This is an optimization exercise on Yosys and OpenROAD, whose aim is small area, not a production implementation.
Only simulation tests tie the RTL to the original design; equivalence was not proved.
Power and IR drop assume default switching activity.

<file path="config.mk">
export PLATFORM = sky130hd
export DESIGN_NAME = qrd_out_collector
export DESIGN_NICKNAME = qrd_out_collector
export VERILOG_FILES = /design/flow/design.v
export SDC_FILE = /design/flow/constraint.sdc
export NUM_CORES = 4
export LEC_CHECK = 0
export CAP_MARGIN = 20
export CORE_MARGIN = 2
export CORE_UTILIZATION = 62
export SLEW_MARGIN = 20
export SYNTH_HIERARCHICAL = 1
export SYNTH_MINIMUM_KEEP_SIZE = 0
</file>
<file path="constraint.sdc">
create_clock -name core_clock -period 5.0 [get_ports {clk}]
set_input_delay 1.0000 -clock core_clock [delete_from_list [all_inputs] [get_ports {clk}]]
set_output_delay 1.0000 -clock core_clock [all_outputs]
set_load 0.01 [all_outputs]
</file>
<file path="design.v">
module qrd_oc_screen #(
  parameter int DW  = 17,
  parameter int TOL = 16
) (
  input  logic [DW-1:0] i_x,
  output logic          o_bad
);
  assign o_bad = i_x[DW-1] ? (i_x < DW'((1 << DW) - TOL))
                           : (i_x > DW'(TOL));
endmodule
module qrd_oc_sel2 #(
  parameter int W = 1
) (
  input  logic         i_sa,
  input  logic         i_sb,
  input  logic [W-1:0] i_a,
  input  logic [W-1:0] i_b,
  output logic [W-1:0] o_y
);
  assign o_y = ({W{i_sa}} & i_a) | ({W{i_sb}} & i_b);
endmodule
module qrd_oc_sel3 #(
  parameter int W = 1
) (
  input  logic         i_sa,
  input  logic         i_sb,
  input  logic         i_sc,
  input  logic [W-1:0] i_a,
  input  logic [W-1:0] i_b,
  input  logic [W-1:0] i_c,
  output logic [W-1:0] o_y
);
  assign o_y = ({W{i_sa}} & i_a) | ({W{i_sb}} & i_b) | ({W{i_sc}} & i_c);
endmodule
module qrd_out_collector #(
  parameter int DW      = 17,
  parameter int LATENCY = 6,
  parameter int TOL     = 16,
  parameter int CNT_W   = 12
) (
  input  logic                clk,
  input  logic                rst_n,
  input  logic                i_start,
  input  logic [CNT_W-1:0]    i_stream_len,
  input  logic [DW-1:0]       i_lane0,
  input  logic [DW-1:0]       i_lane1,
  input  logic [DW-1:0]       i_lane2,
  input  logic [DW-1:0]       i_lane3,
  output logic                o_mat_valid,
  input  logic                i_mat_ready,
  output logic [16*DW-1:0]    o_mat_data,
  output logic                o_mat_tri_err,
  output logic                o_busy,
  output logic                o_done,
  output logic                o_ovf
);
  localparam int NUM_LANES = 4;
  localparam int CW        = NUM_LANES*DW;
  localparam int MW        = NUM_LANES*CW;
  logic             r_busy, r_done, r_ovf;
  logic             r_vh, r_vs;           
  logic [1:0]       r_ph;                 
  logic [1:0]       r_w;                  
  logic [CNT_W-1:0] r_rem;                
  logic [3:0][CW-1:0] r_sr;               
  logic [2:0]         r_p;                
  logic [MW-1:0]      r_h, r_s;
  logic               r_he, r_se;
  logic [NUM_LANES-1:0][DW-1:0] w_lanes;
  logic [NUM_LANES-1:0] w_bad;
  logic w_start_acc, w_push, w_end;
  logic w_ls, w_hs, w_ha, w_hb, w_hc;
  logic [MW:0] w_s_d, w_h_d;
  assign w_lanes  = {i_lane3, i_lane2, i_lane1, i_lane0};
  assign w_bad[0] = 1'b0;    
  for (genvar r = 1; r < NUM_LANES; r++) begin : g_scr
    qrd_oc_screen #(.DW(DW), .TOL(TOL)) u_scr (
      .i_x   (r_sr[3][r*DW +: DW]),
      .o_bad (w_bad[r])
    );
  end
  always_ff @(posedge clk) begin
    r_sr <= {w_lanes, r_sr[3:1]};
    r_p  <= {r_p[1] | w_bad[3], r_p[0] | w_bad[3] | w_bad[2],
             w_bad[3] | w_bad[2] | w_bad[1]};
  end
  assign w_start_acc = !r_busy && i_start && (i_stream_len != '0);
  assign w_push      = r_busy && (r_ph == 2'd1) && !r_w[1];
  assign w_end       = r_busy && !r_w[1] && ({r_rem, r_ph} == {CNT_W'('1), 2'd0});
  always_ff @(posedge clk) begin
    if (w_start_acc) {r_rem, r_ph} <= {i_stream_len, 2'd2};
    else             {r_rem, r_ph} <= {r_rem, r_ph} - (CNT_W+2)'(1);
    if (w_start_acc)        r_w <= 2'b11;
    else if (r_ph == 2'd1)  r_w <= {r_w[0], 1'b0};
  end
  always_ff @(posedge clk or negedge rst_n) begin
    if (!rst_n) begin
      r_busy <= 1'b0;
      r_done <= 1'b0;
      r_ovf  <= 1'b0;
      r_vh   <= 1'b0;
      r_vs   <= 1'b0;
    end else begin
      r_busy <= r_busy ? !w_end : w_start_acc;
      r_done <= w_end || (!r_busy && i_start && (i_stream_len == '0));
      if (w_start_acc)                      r_ovf <= 1'b0;
      else if (w_push && r_vs && !i_mat_ready) r_ovf <= 1'b1;
      r_vh <= w_push || r_vs || (r_vh && !i_mat_ready);
      r_vs <= r_vh && (r_vs ? (w_push || !i_mat_ready) : (w_push && !i_mat_ready));
    end
  end
  assign w_ls = !r_vs || (r_vh && i_mat_ready);    
  assign w_hs = r_vs && !i_mat_ready;              
  assign w_ha = r_vs && i_mat_ready;               
  assign w_hb = !r_vs && (i_mat_ready || !r_vh);   
  assign w_hc = r_vh && !i_mat_ready;              
  qrd_oc_sel2 #(.W(MW+1)) u_s_sel (
    .i_sa (w_ls), .i_sb (w_hs),
    .i_a  ({r_p[2], r_sr}), .i_b ({r_se, r_s}),
    .o_y  (w_s_d)
  );
  qrd_oc_sel3 #(.W(MW+1)) u_h_sel (
    .i_sa (w_ha), .i_sb (w_hb), .i_sc (w_hc),
    .i_a  ({r_se, r_s}), .i_b ({r_p[2], r_sr}), .i_c ({r_he, r_h}),
    .o_y  (w_h_d)
  );
  always_ff @(posedge clk) begin
    {r_se, r_s} <= w_s_d;
    {r_he, r_h} <= w_h_d;
  end
  assign o_mat_valid   = r_vh;
  assign o_mat_data    = r_h;
  assign o_mat_tri_err = r_he;
  assign o_busy        = r_busy;
  assign o_done        = r_done;
  assign o_ovf         = r_ovf;
endmodule
</file>
<file path="flow/run.sh">
#!/bin/bash
# The standard layout, with two changes: port buffers are the smallest buffer cell, and
# clock tree synthesis uses small clock buffers, larger sink clusters and no dummy loads.
set -euo pipefail
export BUFFER_PORTS_ARGS="-buffer_cell sky130_fd_sc_hd__buf_1"
export CTS_ARGS="-sink_clustering_enable -repair_clock_nets -dont_use_dummy_load -buf_list {sky130_fd_sc_hd__clkbuf_4 sky130_fd_sc_hd__clkbuf_8} -sink_clustering_buffer sky130_fd_sc_hd__clkbuf_4 -sink_clustering_size 12 -sink_clustering_max_diameter 35"
bash standard.sh > standard_flow.log 2>&1
</file>
<file path="standard.sh">
#!/bin/bash
# synth_recipe.tcl (not shown) runs the flow's synth.tcl, then flattens the netlist and writes it again
# the make line also repeats each setting of config.mk as NAME=value (left out here)
make -C /OpenROAD-flow-scripts/flow DESIGN_CONFIG=/design/flow/config.mk WORK_HOME=/design/flow/orfs CLKGATE_MAP_FILE= SYNTH_SCRIPT=/design/flow/synth_recipe.tcl "${@:-finish}"
</file>
==> flow_summary.yaml, run 1 <==
worst_setup_path:
  path_class: "in2reg"
  slowest_stage: "nor2b_4"
  crit_family: "simple AND/OR/NAND/NOR gates"
  cp-start-kind: "primary input"
  slowest_delay_ns: 0.64
  required_ns: 5.49
  arrival_ns: 3.01
  crit_path_cell_trace: "buf_1 > nor2b_4 > nor2_4 > buf_12 > a222oi_1 > inv_1"
  critPathBufInv: 3
  end_kind: "flip-flop"
  path_max_fanout: 83
yosys:
  yosysWarnings: 7
  syn-cell-area_sq_um: 25400
  synth_top_area_share_pct: 66.1
  syn_inst: 1942
  synthArstFlopShare_pct: 0.594
  synth_largest_area_cell: "dfxtp_1"
  yosys-top-cells-area: "dfxtp_1 66%, a222oi_1 11%, a22o_1 9.4%"
  ys_seq_area_share_pct: 66.5
  synth.avg_cell_area_sq_um: 13.1
  yosys.cell_types.count: 43
  ys_seq_elements: 842
  syn-num-nets: 2028
  ys.flop_type: "dfxtp_1"
  synth-edff-count: 0
clock_tree:
  cts-root-buf: "clkbuf_8"
  cts_tree: "yes"
  cts_buffers: 111
  cts.sinks: 842
  hold_buffers: 0
  cts.reportedPaths.clkPinSlew_ns: 0.11
  cts_setup_buffers: 0
  clock_path_buffers: 3
  h-tree-depth: 3
  cts_resized: 0
  clock_latency_ns: 0.65
global_route:
  grt_pass1_wl_um: 88600
  grt_pass1_vias: 15900
  grt_usage_pct: 26.3
  grt_max_degree: 194
  grt_overflow: 0
  antenna_found_initial: 2
sta:
  setup_tns_ns: 0
  setup_viol: 0
  setup_ws_ns: 2.49
  fmax_mhz: 398
  period_share_pct: 50.3
  timing_hold_violations_final: 0
  worstMarginPinSlew_ns: 1.05
  period_minus_slack_ns: 2.51
  relSlewSlack_pct: 30.2
  maxSlewViolCount: 0
  skew_ns: 0.0606
  rsz0062_at_grt: "false"
final_layout:
  syn2layout_area_growth_pct: 6.81
  nets: 2367
  fillers: 3176
  stdcell_count: 2814
  drive_gt1_share_pct: 6.32
  final_cell_mix: "837 x dfxtp_1, 360 x buf_1, 278 x inv_1"
  layout_commonest_cell: "dfxtp_1"
die:
  rows: 74
  start_util_pct: 62.4
  core-area_sq_um: 40600
  fp.dieW_um: 206
  ioPinCount: 361
  die_h_um: 206
  die-area_sq_um: 42500
status:
  status: "complete, no violations"
placed_design:
  gp_congestion: 0.803
  dp.cells: 2700
  io_buffers: 360
  dpl.hpwl_um: 35600
  post-place-ws_ns: 1.92
drt:
  drtIter0Drc: 2566
  dr.pass1.iters: 10
  drcViolationCount: 0
  routed_wl_um: 58600
  num_vias: 17000
  wl_per_cell_um: 20.8
  vias_per_cell: 6.04
  detail-route-antenna-nets: 0
power:
  power_density_nw_per_um2: 575
  worst_ir_drop_vdd_mv: 0.343
  p_leak_nw: 11.6
job:
  cap_violations: 0
min_path:
  hold_class: "in2async"
layer usage:
metal,global-route usage [%],vias up,routed length [um]
met4,9.01,0,1480
li1,-,7934,-
met3,7.68,89,5390
met1,37.7,8293,26100
met2,37.9,676,25500
met5,0,-,0
cells by family after synthesis:
kind of cell / share of synthesized area (%)
compound gates: 20.8
flops: 66.5
xor+xnor: 0.345
mux: 0.0888
fa+ha+maj: 0.138
simple gates: 1.93
buf+inv: 10.1
metrics by stage:
stage	total power, mW	hold slack, ns	area (sq um)	util (%)
after floorplan	11.4	0.351	25400	-
after global placement	12.5	0.355	26200	64.4
after detailed placement	12.6	0.358	26200	64.4
after CTS	15.7	0.126	27100	66.6
after global routing	16.4	0.134	27100	66.7
final	15.6	0.170	27100	66.7
registers in the layout, indices dropped and copies added, names as in the netlist:
name / cells
r_busy: 1
r_vs: 1
r_s: 272
r_p: 3
r_he: 1
r_ovf: 1
r_vh: 1
r_rem: 12
r_w: 2
r_se: 1
r_h: 272
r_sr: 272
r_done: 1
r_ph: 2
area by class of cell:
| type | count | area (sq um) | share of cell area [%] |
|---|---|---|---|
| clock buffer | 111 | 890 | 3.28 |
| timing repair buffer | 380 | 1650 | 6.10 |
| multi-input combinational | 668 | 5950 | 22.0 |
| sequential | 842 | 16900 | 62.3 |
| tap | 532 | 666 | 2.46 |
| inverter | 278 | 1040 | 3.85 |
| antenna | 3 | 7.51 | 0.0277 |
Yosys cell counts (all sizes together) (2+ instances only):
library cell,instances
o21bai,2
clkbuf,3
a222oi,273
nor2,8
nand2,17
a21oi,4
xor2,2
nor4,20
inv,278
a22o,273
or2,2
a21o,2
or4,3
or3,2
ha,2
and3,3
nor2b,4
nand4,8
dfxtp,837
o41ai,3
nor3,3
buf,151
xnor2,8
nand3,7
mux2,2
nand2b,2
dfrtp,5
a31oi,2
o21ai,9
worst paths after layout:
check	from	endpoint	slack (ns)	depth (start not counted)
max	i_mat_ready	r_h[44]	2.49	6
min	rst_n	r_vh	0.17	1
max reg2reg	r_vh	r_h[44]	2.57	5
min reg2reg	r_sr[98]	r_sr[30]	0.31	0
max in group asynchronous	rst_n	r_done	4.56	1
min in group core_clock	r_sr[98]	r_sr[30]	0.31	0
report_power, final:
part / leakage (nW) / total [mW] / internal (mW) / switching [mW]
combinational: 3.93 / 3.54 / 1.32 / 2.22
sequential: 7.12 / 8.92 / 8.06 / 0.861
clock: 0.534 / 3.12 / 1.11 / 2.01
==> run 2, diff against run 1 <==
==> flow/run.sh (replaced) <==
#!/bin/bash
# The standard layout, with two changes: port buffers are the smallest buffer cell, and
# clock tree synthesis uses small clock buffers, larger sink clusters and no dummy loads.
set -euo pipefail
export BUFFER_PORTS_ARGS="-buffer_cell sky130_fd_sc_hd__buf_1"
export CTS_ARGS="-sink_clustering_enable -repair_clock_nets -dont_use_dummy_load -buf_list {sky130_fd_sc_hd__clkbuf_4 sky130_fd_sc_hd__clkbuf_8} -sink_clustering_size 20 -sink_clustering_max_diameter 50"
bash standard.sh > standard_flow.log 2>&1
==> run 2 against run 1 <==
Core utilization fell by 0.40 points. Flip-flop and latch count unchanged. Via count shrank 1.6%. Wire length is 0.81% lower. First-iteration DRC count is 0.94% lower. Critical endpoint is now r_h[104]. Highest routed layer unchanged.
==> flow_summary.yaml, run 2 <==
worst_setup_path:
  reg2regPathDepth: 5
  path_class: "in2reg"
  cp-start-kind: "primary input"
  regToRegSetupSlack_ns: 2.63
  crit_path_cell_trace: "buf_1 > nor2b_4 > nor2_4 > buf_12 > a222oi_1 > inv_1"
  r2r_end: "r_h[18]"
  critPathBufInv: 3
  crit_family: "simple AND/OR/NAND/NOR gates"
  arrival_ns: 3.07
  slowest_stage: "nor2_4"
  path_max_fanout: 83
  required_ns: 5.61
  worstReg2RegStart: "r_vh"
  end_kind: "flip-flop"
  slowest_delay_ns: 0.78
die:
  fp.dieW_um: 206
  die_h_um: 206
  ioPinCount: 361
  core-area_sq_um: 40600
  start_util_pct: 62.4
  die-area_sq_um: 42500
  rows: 74
sta:
  timing_hold_violations_final: 0
  rsz0062_at_grt: "false"
  setup_viol: 0
  relSlewSlack_pct: 26.4
  skew_ns: 0.0484
  whs_ns: 0.171
  maxSlewViolCount: 0
  period_minus_slack_ns: 2.46
  fmax_mhz: 406
  setup_tns_ns: 0
  worstMarginPinSlew_ns: 1.10
  period_share_pct: 49.2
clock_tree:
  cts_setup_buffers: 0
  cts_buffers: 53
  cts-root-buf: "clkbuf_8"
  clock_latency_ns: 0.70
  cts.sinks: 842
  h-tree-depth: 2
  clock_path_buffers: 3
  cts_resized: 0
  hold_buffers: 0
  cts.reportedPaths.clkPinSlew_ns: 0.10
  cts_tree: "yes"
global_route:
  grt_usage_pct: 25.9
  antenna_found_initial: 2
  grt_overflow: 0
  grt_max_degree: 194
  grt_pass1_vias: 15500
  grt_pass1_wl_um: 87400
final_layout:
  nets: 2309
  final_cell_mix: "837 x dfxtp_1, 360 x buf_1, 278 x inv_1"
  stdcell_count: 2755
  layout_commonest_cell: "dfxtp_1"
  drive_gt1_share_pct: 3.87
  syn2layout_area_growth_pct: 6.17
drt:
  wl_per_cell_um: 21.1
  drcViolationCount: 0
  num_vias: 16700
  routed_wl_um: 58100
  vias_per_cell: 6.07
  dr.pass1.iters: 10
  drtIter0Drc: 2542
  detail-route-antenna-nets: 0
yosys:
  syn-cell-area_sq_um: 25400
  syn_inst: 1942
  yosys.cell_types.count: 43
  synth-edff-count: 0
  syn-num-nets: 2028
  yosysMostFrequentCell: "dfxtp_1"
  ys_seq_elements: 842
  yosys-top-cells-count: "837 x dfxtp_1, 278 x inv_1, 273 x a222oi_1, 273 x a22o_1, 121 x buf_6"
  ys_seq_area_share_pct: 66.5
  synth_top_area_share_pct: 66.1
  synth.avg_cell_area_sq_um: 13.1
  ys.flop_type: "dfxtp_1"
  yosysWarnings: 7
  yosys-top-cells-area: "dfxtp_1 66%, a222oi_1 11%, a22o_1 9.4%"
  synth_largest_area_cell: "dfxtp_1"
  synthArstFlopShare_pct: 0.594
power:
  comb_power_share_pct: 23.1
  power_frac_clock_pct: 18.7
  power_frac_seq_pct: 58.2
  finalPower_mw: 15.3
  p_leak_nw: 11.4
  switchingPower_mw: 4.99
  swShare_pct: 32.6
  power_density_nw_per_um2: 569
  p_int_mw: 10.3
  worst_ir_drop_vdd_mv: 0.397
placed_design:
  gp_congestion: 0.803
  dpl.hpwl_um: 35600
  io_buffers: 360
  dp.cells: 2700
status:
  status: "complete, no violations"
min_path:
  hold_class: "in2async"
job:
  cap_violations: 0
run 2: cell counts after synthesis:
No cell type changed its count.
run 2: through the flow:
stage,instance area [sq um],util [%],setup slack [ns]
after floorplan,25400,-,2.86
after global placement,26200,64.4,1.93
after detailed placement,26200,64.4,1.92
after CTS,26900,66.2,2.63
after global routing,26900,66.3,2.46
final,26900,66.3,2.54
run 2: cells by family (layout without fill, tap and decap cells):
kind of cell    Yosys count  after routing  share of synthesized area, %
fa+ha+maj                 3              3                         0.138
buf+inv                 432            711                          10.1
mux                       2              2                        0.0888
xor+xnor                 10             10                         0.345
other cells               0              2                             0
flops                   842            842                          66.5
compound gates          571            571                          20.8
simple gates             82             82                          1.93
run 2: worst reg2reg max path: stages (launching register included):
cell and delay (ns):
dfrtp_1 0.41, nor2b_4 0.65, nor2_4 0.35, buf_12 0.32
a222oi_1 0.43, inv_1 0.09
run 2: final cells by class:
class / instances / area [sq um]
diodes: 2 / 5.00
clock buffers: 53 / 729
fillers: 3175 / 13700
inverters: 278 / 1040
multi-input cells: 668 / 5950
flip-flops and latches: 842 / 16900
well taps: 532 / 666
repair buffers: 380 / 1650
run 2: worst max path at each step:
stage	start	to	slack (ns)	cells past startpoint
4_1_cts	r_h[6]	o_mat_data[6]	2.63	1
3_5_place_dp	i_mat_ready	r_h[239]	1.92	6
5_1_grt	i_mat_ready	r_h[152]	2.46	6
6_report	i_mat_ready	r_h[104]	2.54	6
2_1_floorplan	i_stream_len[4]	r_busy	2.86	4
3_3_place_gp	i_mat_ready	r_h[37]	1.93	6
run 2: power by group through the flow:
stage          logic, mW  registers [mW]  clock network, mW
4_1_cts             3.56            8.91               2.95
3_3_place_gp        3.49            9.00                  0
2_1_floorplan       2.14            9.23                  0
6_report            3.54            8.92               2.87
3_5_place_dp        3.55            9.03                  0
5_1_grt             3.87            9.07               3.16
run 2: metal layers:
| metal | wire, um | track usage, % | up-vias | part of all wire, % |
|---|---|---|---|---|
| li1 | - | - | 7781 | - |
| met1 | 25800 | 37.7 | 8183 | 44 |
| met2 | 25200 | 37.5 | 668 | 43 |
| met3 | 5420 | 6.99 | 87 | 9.3 |
| met4 | 1680 | 8.34 | 0 | 2.9 |
| met5 | 0 | 0 | - | 0 |
==> run 3, diff against run 2 <==
--- a/config.mk
+++ b/config.mk
@@ -9,3 +9,3 @@
 export CORE_MARGIN = 2
-export CORE_UTILIZATION = 62
+export CORE_UTILIZATION = 66
 export SLEW_MARGIN = 20
==> run 3 against run 2 <==
Critical path depth unchanged. Core utilization grew 4.9 points. Via count about the same. Sequential power is 0.6% higher. Global-route usage is 1.8 points higher. First-iteration DRC count up 0.43%. Setup slack lost 0.11 ns. Largest cell class unchanged. Clock power about the same. Critical path type unchanged. Clock skew decreased by 0.010 ns. Register-to-register slack got worse by 0.07 ns. Area after synthesis unchanged.
==> flow_summary.yaml, run 3 <==
status:
  status: "complete, no violations"
global_route:
  grt_overflow: 0
  antenna_found_initial: 0
  gr-usage-met3_pct: 7.41
  use_met1_pct: 40.0
  grt_pass1_wl_um: 87700
  met2_usage_pct: 40.9
  grt_pass1_vias: 15800
  grt.busiest_layer: "met2"
  grt_usage_pct: 27.7
  grt_max_degree: 208
yosys:
  synthArstFlopShare_pct: 0.594
  synth_top_area_share_pct: 66.1
  yosys-top-cells-count: "837 x dfxtp_1, 278 x inv_1, 273 x a222oi_1, 273 x a22o_1, 121 x buf_6"
  yosysWarnings: 7
  yosysMostFrequentCell: "dfxtp_1"
  synth.avg_cell_area_sq_um: 13.1
  synth_largest_area_cell: "dfxtp_1"
  ys.flop_type: "dfxtp_1"
  ys_seq_elements: 842
  syn_inst: 1942
  syn-cell-area_sq_um: 25400
  ys_seq_area_share_pct: 66.5
  synth-edff-count: 0
  syn-num-nets: 2028
  yosys-top-cells-area: "dfxtp_1 66%, a222oi_1 11%, a22o_1 9.4%"
  yosys.cell_types.count: 43
sta:
  maxSlewViolCount: 0
  rsz0062_at_grt: "false"
  whs_ns: 0.182
  fmax_mhz: 389
  skew_ns: 0.0381
  relSlewSlack_pct: 26.8
  worstMarginPinSlew_ns: 1.10
  period_minus_slack_ns: 2.57
  setup_viol: 0
  period_share_pct: 51.5
  setup_ws_ns: 2.43
  timing_hold_violations_final: 0
  setup_tns_ns: 0
final_layout:
  finalInstanceArea_sq_um: 26800
  syn2layout_area_growth_pct: 5.84
  diodes: 0
  drive_gt1_share_pct: 3.87
  final_util_pct: 71.1
  stdcell_count: 2732
  layout_commonest_cell: "dfxtp_1"
  nets: 2309
  final_cell_mix: "837 x dfxtp_1, 360 x buf_1, 278 x inv_1"
drt:
  routed_wl_um: 57500
  drtIter0Drc: 2553
  vias_per_cell: 6.12
  num_vias: 16700
  dr.pass1.iters: 10
  drcViolationCount: 0
  wl_per_cell_um: 21.0
  detail-route-antenna-nets: 0
min_path:
  hold_class: "in2async"
power:
  p_leak_nw: 11.4
  power_density_nw_per_um2: 570
  finalPower_mw: 15.3
  worst_ir_drop_vdd_mv: 0.350
  power_frac_seq_pct: 58.6
  swShare_pct: 32.5
  switchingPower_mw: 4.98
  power_frac_clock_pct: 18.6
  comb_power_share_pct: 22.8
  p_int_mw: 10.3
placed_design:
  io_buffers: 360
  place_area_sq_um: 26100
  dp.cells: 2679
  post-place-ws_ns: 1.71
  dpl.hpwl_um: 35500
  gp_congestion: 0.811
worst_setup_path:
  slowest_stage: "buf_4"
  worstReg2RegStart: "r_vh"
  path_class: "in2reg"
  required_ns: 5.57
  regToRegSetupSlack_ns: 2.56
  cp-start-kind: "primary input"
  end_kind: "flip-flop"
  path_max_fanout: 207
  reg2regPathDepth: 5
  arrival_ns: 3.14
  r2r_end: "r_h[212]"
  crit_path_cell_trace: "buf_1 > nor2b_4 > buf_12 > buf_4 > a222oi_1 > inv_1"
  slowest_delay_ns: 0.78
clock_tree:
  h-tree-depth: 2
  cts_setup_buffers: 0
  cts.sinks: 842
  cts_tree: "yes"
  cts-root-buf: "clkbuf_8"
  cts_buffers: 53
  cts.reportedPaths.clkPinSlew_ns: 0.11
  cts_resized: 0
  hold_buffers: 0
  clock_path_buffers: 3
  clock_latency_ns: 0.66
die:
  fp.dieW_um: 200
  rows: 71
  start_util_pct: 67.2
  die_h_um: 200
  ioPinCount: 361
  core-area_sq_um: 37800
  die-area_sq_um: 40000
job:
  cap_violations: 0
==> run 3: cell types whose count changed in the layout (fill, tap and decap cells not counted) <==
cell,previous run,this run
diode_2,2,0
buf_12,12,8
buf_4,8,12
==> run 3: worst max-delay path by stage <==
stage / cells past startpoint / from / to / slack, ns
floorplan: 4 / i_stream_len[4] / r_busy / 2.86
global placement: 6 / i_mat_ready / r_h[271] / 1.70
detailed placement: 6 / i_mat_ready / r_h[271] / 1.71
CTS: 6 / i_mat_ready / r_h[212] / 2.39
global route: 6 / i_mat_ready / r_h[212] / 2.25
finish: 6 / i_mat_ready / r_h[212] / 2.43
==> run 3: critical path, delay by kind of cell <==
kind / cells / cell delay [ns]
buf+inv: 4 / 1.71
simple gates: 1 / 0.21
compound gates: 1 / 0.16
==> run 3: kinds of logic after synthesis <==
family,share of synthesized area [%]
AO/OA/AOI/OAI,20.8
XOR/XNOR,0.345
adder cells (fa/ha/maj),0.138
buffers and inverters,10.1
flip-flops,66.5
multiplexers,0.0888
AND/OR/NAND/NOR,1.93
==> run 3: final cells by class <==
cell class                 instances  area, sq um
sequential                       842        16900
fill                            2833        10900
multi-input combinational        668         5950
timing repair buffer             380         1600
inverter                         278         1040
clock buffer                      53          729
tap                              511          639
==> run 3: routing by layer <==
metal  part of all wire, %  vias to the layer above  wire [um]
met3                   9.4                       85       5380
met5                     0                        -          0
met1                    44                     8158      25400
met4                   2.7                        0       1580
met2                    44                      693      25200
li1                      -                     7776          -
==> run 3: power by group through the flow <==
stage          Sequential, mW  Clock (mW)  Combinational (mW)
6_report                 8.97        2.85                3.49
5_1_grt                  9.11        3.15                3.84
3_3_place_gp             9.03           0                3.43
3_5_place_dp             9.07           0                3.50
2_1_floorplan            9.23           0                2.14
4_1_cts                  8.94        2.92                3.51
==> run 4, diff against run 3 <==
==> flow/run.sh (replaced) <==
#!/bin/bash
# The standard layout, with two changes: port buffers are the smallest buffer cell, and
# clock tree synthesis uses small clock buffers, larger sink clusters and no dummy loads.
set -euo pipefail
export BUFFER_PORTS_ARGS="-buffer_cell sky130_fd_sc_hd__buf_1"
export CTS_ARGS="-sink_clustering_enable -repair_clock_nets -dont_use_dummy_load -buf_list {sky130_fd_sc_hd__clkbuf_8 sky130_fd_sc_hd__clkbuf_16} -sink_clustering_buffer sky130_fd_sc_hd__clkbuf_16 -sink_clustering_size 32 -sink_clustering_max_diameter 60"
bash standard.sh > standard_flow.log 2>&1
--- a/config.mk
+++ b/config.mk
@@ -9,3 +9,3 @@
 export CORE_MARGIN = 2
-export CORE_UTILIZATION = 66
+export CORE_UTILIZATION = 55
 export SLEW_MARGIN = 20
==> run 4 against run 3 <==
Register-to-register slack better by 0.25 ns. Sequential power fell by 0.6%. Area after synthesis unchanged. Critical path depth is 1 lower. Clock power increased by 23%. Total power is 4.5% higher. Core utilization is 11 points lower. Worst hold slack gained 0.072 ns. Via count shrank 0.12%. Die area is 20% higher. Clock skew rose by 0.0033 ns. Critical path type unchanged. Critical endpoint is now r_h[259]. Highest routed layer unchanged.
==> flow_summary.yaml, run 4 <==
clock_tree:
  cts_setup_buffers: 0
  cts_buffers: 43
  clock_path_buffers: 3
  cts-root-buf: "clkbuf_16"
  h-tree-depth: 2
  cts.reportedPaths.clkPinSlew_ns: 0.09
  hold_buffers: 0
  cts_resized: 0
  clock_latency_ns: 0.59
  cts.sinks: 842
  cts_tree: "yes"
die:
  die_h_um: 219
  die-area_sq_um: 47900
  start_util_pct: 55.8
  rows: 78
  core-area_sq_um: 45500
  ioPinCount: 361
  fp.dieW_um: 219
global_route:
  grt_pass1_wl_um: 90600
  grt_max_degree: 144
  grt_overflow: 0
  grt_usage_pct: 23.8
  grt_pass1_vias: 15400
  antenna_found_initial: 0
worst_setup_path:
  path_class: "in2reg"
  worstReg2RegStart: "r_vs"
  end_kind: "flip-flop"
  regToRegSetupSlack_ns: 2.81
  required_ns: 5.49
  cp-start-kind: "primary input"
  reg2regPathDepth: 4
  path_max_fanout: 67
  r2r_end: "r_h[259]"
  slowest_delay_ns: 0.81
  slowest_stage: "and2_4"
  crit_path_cell_trace: "buf_1 > and2_4 > buf_4 > a222oi_1 > inv_1"
  arrival_ns: 2.92
sta:
  setup_tns_ns: 0
  period_share_pct: 48.5
  fmax_mhz: 413
  period_minus_slack_ns: 2.42
  whs_ns: 0.253
  rsz0062_at_grt: "false"
  relSlewSlack_pct: 36.1
  worstMarginPinSlew_ns: 0.958
  timing_hold_violations_final: 0
  setup_viol: 0
  skew_ns: 0.0414
  maxSlewViolCount: 0
yosys:
  yosysMostFrequentCell: "dfxtp_1"
  yosys-top-cells-count: "837 x dfxtp_1, 278 x inv_1, 273 x a222oi_1, 273 x a22o_1, 121 x buf_6"
  yosys-top-cells-area: "dfxtp_1 66%, a222oi_1 11%, a22o_1 9.4%"
  synth_largest_area_cell: "dfxtp_1"
  synthArstFlopShare_pct: 0.594
  yosysWarnings: 7
  ys.flop_type: "dfxtp_1"
  syn-num-nets: 2028
  synth_top_area_share_pct: 66.1
  syn-cell-area_sq_um: 25400
  ys_seq_area_share_pct: 66.5
  syn_inst: 1942
  yosys.cell_types.count: 43
  synth-edff-count: 0
  synth.avg_cell_area_sq_um: 13.1
  ys_seq_elements: 842
final_layout:
  nets: 2299
  multi_input_area_sq_um: 5960
  drive_gt1_share_pct: 3.44
  final_cell_mix: "837 x dfxtp_1, 360 x buf_1, 278 x inv_1"
  stdcell_count: 2811
  diodes: 0
  layout_commonest_cell: "dfxtp_1"
  seqCellArea_sq_um: 16900
  syn2layout_area_growth_pct: 7.96
  fillers: 3761
drt:
  detail-route-antenna-nets: 0
  drtIter0Drc: 2464
  dr.pass1.iters: 9
  wl_per_cell_um: 21.3
  num_vias: 16700
  vias_per_cell: 5.94
  routed_wl_um: 59900
  drcViolationCount: 0
power:
  worst_ir_drop_vdd_mv: 0.428
  p_leak_nw: 11.6
  power_density_nw_per_um2: 584
  finalPower_mw: 16.0
placed_design:
  dpl.hpwl_um: 36400
  dp.cells: 2768
  io_buffers: 360
  gp_congestion: 0.795
job:
  cap_violations: 0
min_path:
  hold_class: "in2async"
status:
  status: "complete, no violations"
==> run 4: cell counts after synthesis <==
Identical to the previous run, type by type.
==> run 4: metrics by stage <==
step                util (%)  cell area (sq um)  setup WS, ns
floorplan                  -              25400          2.86
global placement        57.8              26300          2.04
detailed placement      57.8              26300          2.01
CTS                     60.2              27400          2.62
global route            60.2              27400          2.48
finish                  60.2              27400          2.58
==> run 4: cell families (layout without fill, tap and decap cells) <==
logic type                 count (synthesis)  count (layout)  synth area share [%]
and+or+nand+nor                           82              82                  1.93
buffers and inverters                    432             701                  10.1
DFF                                      842             842                  66.5
AOI/OAI and AO/OA                        571             571                  20.8
adders and majority gates                  3               3                 0.138
xor gates and xnor gates                  10              10                 0.345
muxes                                      2               2                0.0888
==> run 4: layout make-up <==
class                           instances  share of cell area [%]
Timing Repair Buffer                  380                    6.10
Tap cell                              600                    2.74
Multi-Input combinational cell        668                    21.8
Sequential cell                       842                    61.6
Clock buffer                           43                    3.93
Inverter                              278                    3.81
==> run 4: worst max-delay path: cells and delay by family <==
family                 cells  cell delay (ns)
buffers and inverters      3             0.87
AO/OA/AOI/OAI              1             0.19
AND/OR/NAND/NOR            1             0.81
==> run 4: where the power goes <==
part / internal, mW / total, mW / switching [mW]
Clock: 1.54 / 3.50 / 1.96
Combinational: 1.31 / 3.57 / 2.25
Sequential: 8.06 / 8.92 / 0.862
==> run 4: worst max path at each step <==
stage | startpoint | end | slack [ns] | depth (start not counted)
final | i_mat_ready | r_h[259] | 2.58 | 5
after global routing | i_mat_ready | r_h[84] | 2.48 | 5
after CTS | i_mat_ready | r_h[265] | 2.62 | 5
after detailed placement | i_mat_ready | r_h[265] | 2.01 | 5
after global placement | i_mat_ready | r_h[82] | 2.04 | 5
after floorplan | i_stream_len[4] | r_busy | 2.86 | 4
==> run 4: metal layers <==
metal / global-route usage, % / up-vias / share of wire [%]
li1: - / 7766 / -
met1: 35.6 / 8219 / 46
met2: 33.7 / 633 / 43
met3: 5.66 / 74 / 8.5
met4: 7.93 / 0 / 2.8
met5: 0 / - / 0

[static timing again, ports no longer ideal]
In the flow no input, the clock included, has a driving cell. The finished layouts below were timed again as built, in two steps.
Step 1 (the two cells are an assumption about what drives the block):
set clk [get_ports {clk}]
set_driving_cell -lib_cell sky130_fd_sc_hd__clkbuf_16 $clk
set_driving_cell -lib_cell sky130_fd_sc_hd__buf_2 [delete_from_list [all_inputs] $clk]
Step 2 also shifts input and output timing later by t, the mid clock arrival at the registers, as if the neighbouring blocks saw the same clock.
a / b / c = no drivers / after step 1 / after step 2; a / b = the first two.
run	t, ns	setup slack, ns	worst setup path at the end	clock arrival spread, ns	pins driven straight from the clock port
run 1	0.685	2.486 / 2.512 / 1.826	input to register	0.075 / 0.075	1
run 2	0.714	2.538 / 2.558 / 1.844	input to register	0.084 / 0.084	1
run 3	0.699	2.426 / 2.453 / 1.755	input to register	0.052 / 0.051	1
run 4	0.629	2.577 / 2.602 / 1.973	input to register	0.057 / 0.057	1
After both steps every run listed still meets setup and hold. The setup slack of run 2, which loses most, moves by +0.020 ns with the drivers and by -0.694 ns with both steps.
